This design comes from an exercise in tuning for a short achievable clock period and few clock cycles per item on the open sky130 flow, not from production work.
Only simulation tests tie the RTL to the original design; equivalence was not proved.
Power figures rest on the tool's default switching activity, not on a simulated workload.

[flow/design.v]
`default_nettype none
package cpu_pkg;
    localparam int data_width     = 16;
    localparam int addr_width     = 9;
    localparam int reg_addr_width = 4;
    localparam int num_regs       = 16;
endpackage
`default_nettype wire
`default_nettype none
module cpu_top
(
    input  logic        clk,
    input  logic        rst,
    input  logic [15:0] mem_data_out,
    input  logic        mem_cplt,
    output logic [8:0]  mem_addr,
    output logic [15:0] mem_data_in,
    output logic        mem_r_en,
    output logic        mem_w_en
);
    localparam int CL = 5;                
    localparam int NL = 1 << CL;
    localparam int TW = 9 - CL;
    localparam logic [8:0] WIN = 9'd20;   
    logic        b_ren, b_wen, b_fetch, b_stale;
    logic [8:0]  b_addr;
    logic [15:0] b_wdata;
    assign mem_r_en    = b_ren;
    assign mem_w_en    = b_wen;
    assign mem_addr    = b_addr;
    assign mem_data_in = b_wdata;
    wire busy     = b_ren | b_wen;
    wire bus_free = !busy | mem_cplt;
    wire f_done   = mem_cplt & b_fetch;
    function automatic logic is_stop(input logic [15:0] w);
        is_stop = (w[15:13] == 3'b001 || w[15:13] == 3'b100) && !w[8];
    endfunction
    logic [NL-1:0] c_v;
    logic [NL-1:0] c_stop;
    logic [TW-1:0] c_tag [NL];
    logic [15:0]   c_dat [NL];
    logic [8:0]  pc_f;
    logic [8:0]  fa;
    logic        blk;
    logic        d_v;
    logic [15:0] d_ir;
    logic [8:0]  d_pc;
    logic        x_v, x_we, x_ld, x_st, x_cmp, x_iss, x_fa, x_fb, x_hi;
    logic [2:0]  x_op;
    logic [3:0]  x_rd;
    logic [8:0]  x_addr;
    logic [15:0] x_a, x_b;
    logic [15:0] r_last;
    logic        fl_eq, fl_lt, fl_gt;
    logic [15:0] rf [16];
    localparam logic [2:0] OP_ADD = 3'd0, OP_SUB = 3'd1, OP_AND = 3'd2,
                           OP_OR  = 3'd3, OP_XOR = 3'd4, OP_MRG = 3'd5;
    wire [CL-1:0] pf_i       = pc_f[CL-1:0];
    wire          pf_hit     = c_v[pf_i] && c_tag[pf_i] == pc_f[8:CL];
    wire          pf_addr_eq = b_addr == pc_f;
    wire          pf_infl    = b_fetch && pf_addr_eq;
    wire          pf_byp     = f_done && pf_addr_eq;
    wire          pf_avail   = pf_hit || pf_byp;
    wire [15:0]   pf_word    = pf_hit ? c_dat[pf_i] : mem_data_out;
    wire x_mem_req = x_v && (x_st || (x_ld && !x_iss));
    wire x_done    = (!x_ld && !x_st) || (x_ld && x_iss && mem_cplt) || (x_st && bus_free);
    wire x_adv     = !x_v || x_done;
    wire [2:0] d_op  = d_ir[15:13];
    wire [3:0] d_rd  = d_ir[3:0];
    wire [3:0] d_rs  = d_ir[7:4];
    wire       d_jmp = d_op == 3'b001;
    wire       d_br  = d_op == 3'b100;
    wire       d_ctl = d_jmp || d_br;
    wire       d_stop = d_ctl && !d_ir[8];
    logic cond;
    always_comb
    begin
        case (d_ir[12:11])
            2'd0:    cond = fl_eq;
            2'd1:    cond = !fl_eq;
            2'd2:    cond = fl_lt;
            default: cond = fl_gt;
        endcase
    end
    wire       d_wait_fl = d_br && x_v && x_cmp;
    wire       d_res     = d_v && d_ctl && !d_wait_fl;
    wire       redirect  = d_res && (d_jmp || cond);
    wire [8:0] d_tgt     = d_pc + d_ir[8:0];
    wire       d_consume = d_v && (d_ctl ? !d_wait_fl : x_adv);
    wire       ir_free   = !d_v || d_consume;
    wire       f_load    = ir_free && !redirect && pf_avail;
    wire       d_to_x    = d_v && !d_ctl;
    wire [15:0] rA = rf[d_rd];
    wire [15:0] rB = rf[d_rs];
    logic        n_we, n_ld, n_st, n_cmp, n_hi, n_fa_en, n_fb_en;
    logic [2:0]  n_op;
    logic [3:0]  n_bsrc;
    logic [15:0] n_a, n_b;
    always_comb
    begin
        n_we = 1'b0; n_ld = 1'b0; n_st = 1'b0; n_cmp = 1'b0; n_hi = d_ir[12];
        n_op = OP_ADD;
        n_a = rA; n_fa_en = 1'b1;
        n_b = rB; n_fb_en = 1'b1; n_bsrc = d_rs;
        case (d_op)
            3'b000: begin
                n_ld = 1'b1; n_we = 1'b1; n_fa_en = 1'b0; n_fb_en = 1'b0;
            end
            3'b010: begin
                n_st = 1'b1; n_fb_en = 1'b0;
            end
            3'b011: begin
                n_we = 1'b1; n_op = OP_MRG; n_fb_en = 1'b0;
                n_b = d_ir[12] ? {d_ir[11:4], 8'h00} : {8'h00, d_ir[11:4]};
            end
            3'b101, 3'b110: begin
                n_we = 1'b1; n_op = d_op[0] ? OP_ADD : OP_SUB; n_fb_en = 1'b0;
                n_b = {7'd0, d_ir[12:4]};
            end
            3'b111: begin
                if (!d_ir[12])
                begin
                    case (d_ir[11:8])
                        4'd0: begin n_we = 1'b1; n_op = OP_ADD; end
                        4'd1: begin n_we = 1'b1; n_op = OP_SUB; end
                        4'd3: begin n_we = 1'b1; n_op = OP_AND; end
                        4'd4: begin n_we = 1'b1; n_op = OP_OR;  end
                        4'd5: begin n_we = 1'b1; n_op = OP_XOR; end
                        4'd6: begin
                            n_we = 1'b1; n_op = OP_XOR; n_b = 16'hffff; n_fb_en = 1'b0;
                        end
                        4'd7: begin
                            n_we = 1'b1; n_op = OP_SUB; n_a = 16'h0000; n_fa_en = 1'b0;
                            n_b = rA; n_bsrc = d_rd;
                        end
                        4'd8: begin n_cmp = 1'b1; n_op = OP_SUB; end
                        default: ;
                    endcase
                end
                else if (d_ir[11:8] == 4'd2)
                begin
                    n_we = 1'b1; n_op = OP_OR; n_a = 16'h0000; n_fa_en = 1'b0;
                end
            end
            default: ;
        endcase
    end
    wire n_fa = n_fa_en && x_v && x_we && x_rd == d_rd;
    wire n_fb = n_fb_en && x_v && x_we && x_rd == n_bsrc;
    wire [15:0] A = x_fa ? r_last : x_a;
    wire [15:0] B = x_fb ? r_last : x_b;
    wire        sub = x_op == OP_SUB;
    wire [16:0] sum = {1'b0, A} + {1'b0, sub ? ~B : B} + {16'd0, sub};
    logic [15:0] res;
    always_comb
    begin
        case (x_op)
            OP_ADD, OP_SUB: res = sum[15:0];
            OP_AND:         res = A & B;
            OP_OR:          res = A | B;
            OP_XOR:         res = A ^ B;
            default:        res = (A & (x_hi ? 16'h00ff : 16'hff00)) | B;
        endcase
    end
    wire [15:0] wb    = x_ld ? mem_data_out : res;
    wire        x_wr  = x_v && x_done && x_we;
    wire [CL-1:0] fa_i    = fa[CL-1:0];
    wire          fa_hit  = c_v[fa_i] && c_tag[fa_i] == fa[8:CL];
    wire          fa_infl = b_fetch && b_addr == fa;
    wire          fa_cov  = fa_hit || fa_infl;
    wire [8:0]    fa_dist = fa - pc_f;
    wire          fa_behind = fa_dist[8];
    wire          fa_inwin  = !fa_behind && fa_dist < WIN;
    wire demand     = !pf_hit && !pf_infl && !(d_v && d_stop);
    wire pre        = !blk && fa_inwin && !fa_cov;
    wire want_fetch = !redirect && (demand || pre);
    wire [8:0] fetch_addr = demand ? pc_f : fa;
    wire issue_x    = bus_free && x_mem_req;
    wire issue_f    = bus_free && !x_mem_req && want_fetch;
    wire walk       = !blk && fa_inwin && fa_cov;
    wire [8:0] tgt_to_fa = fa - d_tgt;
    wire       keep_fa   = d_ir[8] && !fa_behind && tgt_to_fa < 9'd32;
    always_ff @(posedge clk or posedge rst)
    begin
        if (rst)
        begin
            b_ren   <= 1'b1;
            b_wen   <= 1'b0;
            b_fetch <= 1'b1;
            b_stale <= 1'b0;
            b_addr  <= 9'd0;
        end
        else if (bus_free)
        begin
            b_stale <= 1'b0;
            if (x_mem_req)
            begin
                b_ren   <= x_ld;
                b_wen   <= x_st;
                b_fetch <= 1'b0;
                b_addr  <= x_addr;
            end
            else if (want_fetch)
            begin
                b_ren   <= 1'b1;
                b_wen   <= 1'b0;
                b_fetch <= 1'b1;
                b_addr  <= fetch_addr;
            end
            else
            begin
                b_ren   <= 1'b0;
                b_wen   <= 1'b0;
                b_fetch <= 1'b0;
            end
        end
        else if (redirect)
            b_stale <= 1'b1;
    end
    always_ff @(posedge clk)
    begin
        if (bus_free && x_mem_req)
            b_wdata <= A;
    end
    logic [8:0] blk_addr;
    always_ff @(posedge clk or posedge rst)
    begin
        if (rst)
        begin
            fa  <= 9'd1;
            blk <= 1'b0;
        end
        else
        begin
            if (redirect && !keep_fa)
                fa <= d_tgt;
            else if (issue_f)
                fa <= fetch_addr + 9'd1;
            else if (fa_behind)
                fa <= pc_f;
            else if (walk)
                fa <= fa + 9'd1;
            if (redirect && !keep_fa)
                blk <= 1'b0;
            else if (f_done && !b_stale && is_stop(mem_data_out))
                blk <= 1'b1;
            else if (walk && fa_hit && c_stop[fa_i])
                blk <= 1'b1;
            else if (d_res && d_stop)
                blk <= 1'b0;
        end
    end
    always_ff @(posedge clk or posedge rst)
    begin
        if (rst)
            c_v <= '0;
        else if (f_done)
            c_v[b_addr[CL-1:0]] <= 1'b1;
    end
    always_ff @(posedge clk)
    begin
        if (f_done)
        begin
            c_tag[b_addr[CL-1:0]]  <= b_addr[8:CL];
            c_dat[b_addr[CL-1:0]]  <= mem_data_out;
            c_stop[b_addr[CL-1:0]] <= is_stop(mem_data_out);
        end
    end
    always_ff @(posedge clk or posedge rst)
    begin
        if (rst)
        begin
            pc_f <= 9'd0;
            d_v  <= 1'b0;
        end
        else if (redirect)
        begin
            pc_f <= d_tgt;
            d_v  <= 1'b0;
        end
        else if (ir_free)
        begin
            d_v <= pf_avail;
            if (pf_avail)
                pc_f <= pc_f + 9'd1;
        end
    end
    always_ff @(posedge clk)
    begin
        if (f_load)
        begin
            d_ir <= pf_word;
            d_pc <= pc_f;
        end
    end
    always_ff @(posedge clk or posedge rst)
    begin
        if (rst)
        begin
            x_v   <= 1'b0;
            x_iss <= 1'b0;
        end
        else if (x_adv)
        begin
            x_v   <= d_v && d_to_x && d_consume;
            x_iss <= 1'b0;
        end
        else if (x_ld && bus_free)
            x_iss <= 1'b1;
    end
    always_ff @(posedge clk)
    begin
        if (x_adv)
        begin
            x_we   <= n_we;
            x_ld   <= n_ld;
            x_st   <= n_st;
            x_cmp  <= n_cmp;
            x_hi   <= n_hi;
            x_op   <= n_op;
            x_rd   <= d_rd;
            x_addr <= d_ir[12:4];
            x_a    <= n_a;
            x_b    <= n_b;
            x_fa   <= n_fa;
            x_fb   <= n_fb;
        end
    end
    always_ff @(posedge clk or posedge rst)
    begin
        if (rst)
        begin
            fl_eq <= 1'b0;
            fl_lt <= 1'b0;
            fl_gt <= 1'b0;
        end
        else if (x_v && x_cmp)
        begin
            fl_eq <= A == B;
            fl_lt <= !sum[16];
            fl_gt <= sum[16] && A != B;
        end
    end
    always_ff @(posedge clk or posedge rst)
    begin
        if (rst)
        begin
            for (int i = 0; i < 16; i++)
                rf[i] <= 16'h0000;
        end
        else if (x_wr)
            rf[x_rd] <= wb;
    end
    always_ff @(posedge clk)
    begin
        if (x_wr)
            r_last <= wb;
    end
endmodule
`default_nettype wire
[flow/config.mk]
export PLATFORM = sky130hd
export DESIGN_NAME = cpu_top
export DESIGN_NICKNAME = cpu_top
export VERILOG_FILES = /design/flow/design.v
export SDC_FILE = /design/flow/constraint.sdc
export NUM_CORES = 4
export LEC_CHECK = 0
export CAP_MARGIN = 20
export CORE_MARGIN = 2
export CORE_UTILIZATION = 40
export PLACE_DENSITY = 0.6
export SLEW_MARGIN = 20
[flow/run.sh]
#!/bin/bash
# synth_recipe.tcl (not shown) runs the flow's synth.tcl, then flattens the netlist and writes it again
# the make line also repeats each setting of config.mk as NAME=value (left out here)
make -C /OpenROAD-flow-scripts/flow DESIGN_CONFIG=/design/flow/config.mk WORK_HOME=/design/flow/orfs CLKGATE_MAP_FILE= SYNTH_SCRIPT=/design/flow/synth_recipe.tcl finish
[flow/constraint.sdc]
create_clock -name core_clock -period 5.0 [get_ports {clk}]
set_input_delay 1.0000 -clock core_clock [delete_from_list [all_inputs] [get_ports {clk}]]
set_output_delay 1.0000 -clock core_clock [all_outputs]
set_load 0.01 [all_outputs]
==> reports/results.txt, run 1 <==
Status: no timing/DRC/antenna violations
Count leader, synth: edfxtp_1
Placed cells: 5387
Worst min path class: flop to flop
Initial core utilization: 40.4%
Clock Tree Buf Depth: 3
Min Clock Period, post-route: 4.45 ns
Die W: 363 um
CTS tree: done
Largest net degree at the start of global routing: 120
Syn avg cell area: 13.8 um2
Post-synth EDFFs: 783
Root buf cell: clkbuf_16
Hpwl dp: 97700 um
Synth Net Count: 3826
DRT iter0 DRCs: 4639
Peak VDD IR: 0.432 mV
Cts repair resizes: 0
Async SR Flop Fraction: 29.4%
P_leak: 21.3 nW
Crit-path max FO: 27
Critical Path AT: 5.11 ns
First-pass GRT wire length: 233000 um
Die area: 132000 um2
Non-filler cells, final: 5601
Avg WL per Cell: 28.1 um
Startpoint Class: flop
Core area: 128000 um2
Layout Area Growth over Synthesis: 13.7%
Final WS setup: 0.554 ns
Share of the synthesized area in the top cell type: 45.5%
Top-Level Pins: 46
Die Y: 363 um
Cell Pwr Density: 614 nW/um2
N_diodes: 0
Clock latency on the worst-skew pair: 0.78 ns
Post-CTS Setup Repair Bufs: 0
Mapped cell area: 51700 um2
Clock sink count: 1109
FMAX: 225 MHz
Tightest Pin Transition: 1.24 ns
Sequential cell area fraction in the yosys report: 61.3%
Initial DRT Pass Iterations: 7
Setup TNS: 0 ns
Placement Setup Slack: 0.537 ns
GRT overflow: 0
Final Util: 46.0%
Post-Route WL: 157000 um
Net count reported at finish: 3921
Kind of critical path: flop to flop
# rows: 131
Post-synth top flop: edfxtp_1
Max cap viols: 0
Crit share post-route: 88.9%
Setup crit end kind: flop
# setup viols final: 0
Final hold viol count: 0
Vias per cell: 6.12
Most frequent cells after synthesis: edfxtp_1 (783), dfrtp_1 (323), nand2_1 (280)
Critical path required time: 5.66 ns
Clk pin slew, worst setup/hold paths: 0.07 ns
Layout cells sized above 1: 20.0%
Clock buffer count from CTS: 115
Slew Limit Fails: 0
CTS Hold Buffers Added: 0
Finished Cell Area: 58800 um2
Top cells by area, synth: edfxtp_1 (45%), dfrtp_1 (16%), mux4_2 (10%)
Cell accounting for the most synthesized area: edfxtp_1
Synth unique cells: 87
Total track usage: 23.7%
Number of remaining DRC errors: 0
Via count of the first global-routing pass: 33788
IO buf count: 45
Final Skew: 0.0926 ns
Total number of vias: 34278
GP Congestion: 0.915
RSZ-0062 raised after global routing: false
Relative slew slack: 17.5%
Seq cells post-synth: 1109
Final antenna-violating net count: 0
Placed cell area: 54900 um2
Yosys warns: 2
Number of H-tree levels: 3
Initial antenna violation count: 1
Post-synthesis cell count: 3747
cells in the final DEF (no fill, tap or decap), drive strengths merged, types with 42 or more instances in the layout:
master and count:
a21oi 192, a22oi 212, buf 195, clkbuf 150, clkdlybuf4s50 44, clkinv 56
dfrtp 323, edfxtp 783, ha 58, inv 61, mux2 107, mux2i 91
mux4 238, nand2 281, nand3 50, nand4 55, nor2 240, nor3 42
o21ai 257, xnor2 76
cells by family (layout without fill, tap and decap cells):
logic type	count (synthesis)	after routing	synth area share (%)
mux	436	436	14.5
simple gates	808	808	7.17
fa+ha+maj	61	61	1.50
xor+xnor	103	103	1.75
buf+inv	325	517	2.53
compound gates	905	905	11.3
flops	1109	1109	61.3
cell type report:
type / instances / area [um2]
fill: 11247 / 69100
timing repair buffer: 239 / 1980
multi-input combinational: 2313 / 19000
inverter: 64 / 244
clock buffer: 150 / 3110
sequential: 1109 / 31700
clock inverter: 64 / 711
tap: 1662 / 2080
metal layers:
| metal | track usage, % | wire (um) | vias up |
|---|---|---|---|
| met5 | 0 | 0 | - |
| met4 | 7.64 | 5460 | 0 |
| met3 | 5.29 | 13200 | 400 |
| met2 | 38.0 | 73800 | 1654 |
| met1 | 32.2 | 64600 | 17472 |
| li1 | - | - | 14752 |
flip-flops by register name, summed over array words and instances, names as in the netlist, 3 cells and up:
signal   flops
x_a         16
pc_f         9
d_pc         9
r_last      16
x_addr       9
c_stop      32
b_wdata     16
b_addr       9
c_tag      128
x_rd         4
c_v         32
x_b         16
c_dat      512
x_op         3
fa           9
d_ir        16
rf         256
worst max-delay path: stages, from the launching register on:
cell and delay [ns]:
dfrtp_4 0.75, mux4_2 0.56, and2_1 0.17, a211oi_1 0.45, nor4_1 0.13, xnor2_1 0.16, nand4_1 0.26, o21bai_2 0.29
mux2_2 0.38, ha_1 0.30, nand2_1 0.11, xor2_1 0.15, mux2i_1 0.09, mux2i_1 0.14, mux2i_1 0.08, mux2_1 0.30
through the flow:
step,power (mW),hold slack (ns)
5_1_grt,37.9,0.500
2_1_floorplan,22.5,0.423
3_3_place_gp,27.3,0.458
4_1_cts,36.0,0.484
6_report,36.1,0.486
3_5_place_dp,27.4,0.471
where the power goes:
| part | internal [mW] | switching (mW) | total [mW] |
|---|---|---|---|
| logic | 5.79 | 8.69 | 14.5 |
| registers | 11.6 | 1.43 | 13.0 |
| clock network | 4.87 | 3.75 | 8.62 |
| total | 22.2 | 13.9 | 36.1 |
final timing paths:
path	startpoint	end	slack (ns)	depth (start not counted)
max in group asynchronous	rst	rf[8][2]	3.11	4
hold / removal	fl_eq	fl_eq	0.49	1
min in group asynchronous	rst	rf[5][3]	0.76	2
setup reg to reg	pc_f[0]	fa[4]	0.55	15
setup / recovery	pc_f[0]	fa[4]	0.55	15
hold reg to reg	fl_eq	fl_eq	0.49	1
Testbench counts, summed over its fixed seeds: cycles 73,834, instrs 21,628.
==> run 2: changes to the inputs <==
--- a/flow/config.mk
+++ b/flow/config.mk
@@ -6,7 +6,10 @@
 export NUM_CORES = 4
 export LEC_CHECK = 0
+export ABC_CLOCK_PERIOD_IN_PS = 2500
 export CAP_MARGIN = 20
 export CORE_MARGIN = 2
 export CORE_UTILIZATION = 40
 export PLACE_DENSITY = 0.6
+export SETUP_SLACK_MARGIN = 2.0
 export SLEW_MARGIN = 20
+export TNS_END_PERCENT = 100
==> run 2 against run 1 <==
  * Critical path type unchanged
  * Clock skew fell by 0.032 ns
  * Still clean
  * Highest routed layer is now met5
  * Critical path depth down 2
  * Non-clock buffer count rose by 159
  * Die area did not move
==> reports/results.txt, run 2 <==
Status: no timing/DRC/antenna violations
Relative slew slack: 28.1%
Die Y: 363 um
Initial DRT Pass Iterations: 6
Cell accounting for the most synthesized area: edfxtp_1
Placed cells: 5381
Post-synthesis xor/xnor area fraction: 1.75%
Synth Net Count: 3826
Min Clock Period, post-route: 3.94 ns
Async SR Flop Fraction: 29.4%
WL met1: 69000 um
Final antenna-violating net count: 0
Syn avg cell area: 13.8 um2
Most common cell after layout, fill and taps aside: edfxtp_1
WL met3: 16400 um
Clock latency on the worst-skew pair: 0.75 ns
Clock Tree Buf Depth: 3
Most frequent cells after synthesis: edfxtp_1 (783), dfrtp_1 (323), nand2_1 (280)
Non-filler cells, final: 5762
WP buf/inv: 3
CP peak stage delay: 0.65 ns
GRT overflow: 0
Post-Synth Adder-Cell Area: 1.50%
# setup viols final: 0
Root buf cell: clkbuf_16
Count leader, synth: edfxtp_1
First-pass GRT wire length: 244000 um
Post-synth top flop: edfxtp_1
Final Util: 49.1%
Die area: 132000 um2
P_leak: 23.0 nW
Max cap viols: 0
Critical Path Slowest Stage Cell: dfstp_4
CP Cell Sequence: buf_12 > buf_12 > mux4_2 > mux4_2 > mux2i_4 > xnor2_1 > or4_4 > nand4_4 > a21oi_4 > buf_6 > a2111o_1 > o211a_1 > o2bb2ai_2
Number of flip-flops in the largest register: 512
Final Skew: 0.0607 ns
Yosys warns: 2
Worst min path class: flop to flop
Layout cells sized above 1: 31.2%
Layout Area Growth over Synthesis: 21.5%
DRT iter0 DRCs: 4548
Critical path required time: 5.63 ns
Most frequent cells in the layout: edfxtp_1 (783), dfrtp_1 (314), nand2_1 (268)
Finished Cell Area: 62800 um2
Initial core utilization: 40.4%
FMAX: 254 MHz
# rows: 131
Number of remaining DRC errors: 0
Slew Limit Fails: 0
Compound-Gate Fraction of Synth Area: 11.3%
CTS tree: done
IO buf count: 45
Crit-path max FO: 7
Hpwl dp: 97000 um
Clk pin slew, worst setup/hold paths: 0.06 ns
Clock buffer count from CTS: 114
Crit share post-route: 78.8%
Net count reported at finish: 4085
Vias per cell: 6.26
Setup crit end kind: flop
Core area: 128000 um2
Largest net degree at the start of global routing: 89
GP Congestion: 0.925
Clock sink count: 1109
Number of H-tree levels: 3
Post-synth EDFFs: 783
Via count of the first global-routing pass: 35344
Total track usage: 25.3%
Die W: 363 um
Post-synthesis mux area share: 14.5%
Initial antenna violation count: 5
Placed cell area: 55200 um2
Startpoint Class: flop
Post-Route WL: 168000 um
Delay-heaviest family, CP: multiplexers
Mapped cell area: 51700 um2
Critical Path AT: 4.57 ns
Filler instances: 10873
Synth unique cells: 87
Metal2 WL: 75400 um
Top Metal Used: met5
Total number of vias: 36093
Share of the synthesized area in the top cell type: 45.5%
Main combinational cell family by area after synthesis: multiplexers
Simple-Gate Fraction of Synth Area: 7.17%
Peak VDD IR: 0.470 mV
Avg WL per Cell: 29.2 um
Sequential cell area fraction in the yosys report: 61.3%
Top cells by area, synth: edfxtp_1 (45%), dfrtp_1 (16%), mux4_2 (10%)
RSZ-0062 raised after global routing: true
Hold Slack: 0.479 ns
Total power: 42.0 mW
Cell Pwr Density: 669 nW/um2
Kind of critical path: flop to flop
Tightest Pin Transition: 1.07 ns
Top-Level Pins: 46
Post-synthesis cell count: 3747
Seq cells post-synth: 1109
Final hold viol count: 0
-- run 2: cell counts after synthesis --
No cell type changed its count.
-- run 2: cells by family (layout without fill, tap and decap cells) --
family          Yosys count  count (layout)
compound gates          905             907
xor+xnor                103             103
fa+ha+maj                61              61
buf+inv                 325             671
flops                  1109            1109
mux                     436             436
other cells               0               1
simple gates            808             812
-- run 2: final timing paths --
check	from	to	cells after the start	slack, ns
worst min register to register	c_v[18]	c_v[18]	1	0.48
worst max register to register	fa[0]	fa[8]	13	1.06
max in group asynchronous	rst	rf[12][0]	3	3.34
worst min-delay path	c_v[18]	c_v[18]	1	0.48
min in group asynchronous	rst	c_v[31]	2	0.73
worst max-delay path	fa[0]	fa[8]	13	1.06
-- run 2: final cells by class --
class / instances / area (um2) / area share (%)
inverters: 64 / 263 / 0.418
repair buffers: 398 / 4300 / 6.84
flip-flops and latches: 1109 / 31700 / 50.5
well taps: 1662 / 2080 / 3.31
diodes: 1 / 2.50 / 0.00398
multi-input cells: 2319 / 20700 / 33.0
clock buffers: 150 / 3140 / 5.00
clock inverters: 59 / 597 / 0.950
-- run 2: through the flow --
stage | setup slack [ns] | TNS, ns
2_1_floorplan | -0.348 | -112.49
3_3_place_gp | 0.704 | 0
3_5_place_dp | 0.642 | 0
4_1_cts | 1.08 | 0
5_1_grt | 0.903 | 0
6_report | 1.06 | 0
-- run 2: metal layers --
metal | up-vias | global-route usage, %
li1 | 15155 | -
met1 | 18409 | 35.6
met2 | 2058 | 38.4
met3 | 469 | 5.21
met4 | 2 | 10.1
met5 | - | 0
-- run 2: power by group --
group          internal [mW]  total, mW  switching (mW)
Sequential              11.6       12.7            1.18
Combinational           9.29       20.8            11.5
Clock                   4.88       8.53            3.65
-- run 2: repair_timing --
item                                    4_1_cts  5_1_grt
endpoints found under the setup margin      472      598
hold buffers                                  0        0
pin swaps                                   137       89
gates resized for setup                     418      199
setup buffers                                95       46
cloned                                       28        2

-- what the ideal ports hide --
The results above use ideal ports. As a check the final layouts listed here were re-extracted and re-timed, cells and wires unchanged. Step 1 assumes that a clkbuf_16 drives the clock port and a buf_2 every other input. Step 2 times the ports against the registers' clock, not the clock port: input delays grow and output delays shrink by t, the midpoint of the rising clock arrivals with the driver on. a / b / c = ideal ports / drivers / drivers and shift; a / b = the first two.
run | t, ns | slack for setup (ns) | cell pins on the clock port's net
run 1 | 0.808 | 0.554 / 0.554 / 0.554 | 1
run 2 | 0.791 | 1.061 / 1.061 / 0.980 | 1
After both steps setup and hold are still met in every run listed. The setup slack of run 2, which loses most, moves by 0.000 ns with the drivers and by -0.081 ns with both steps.
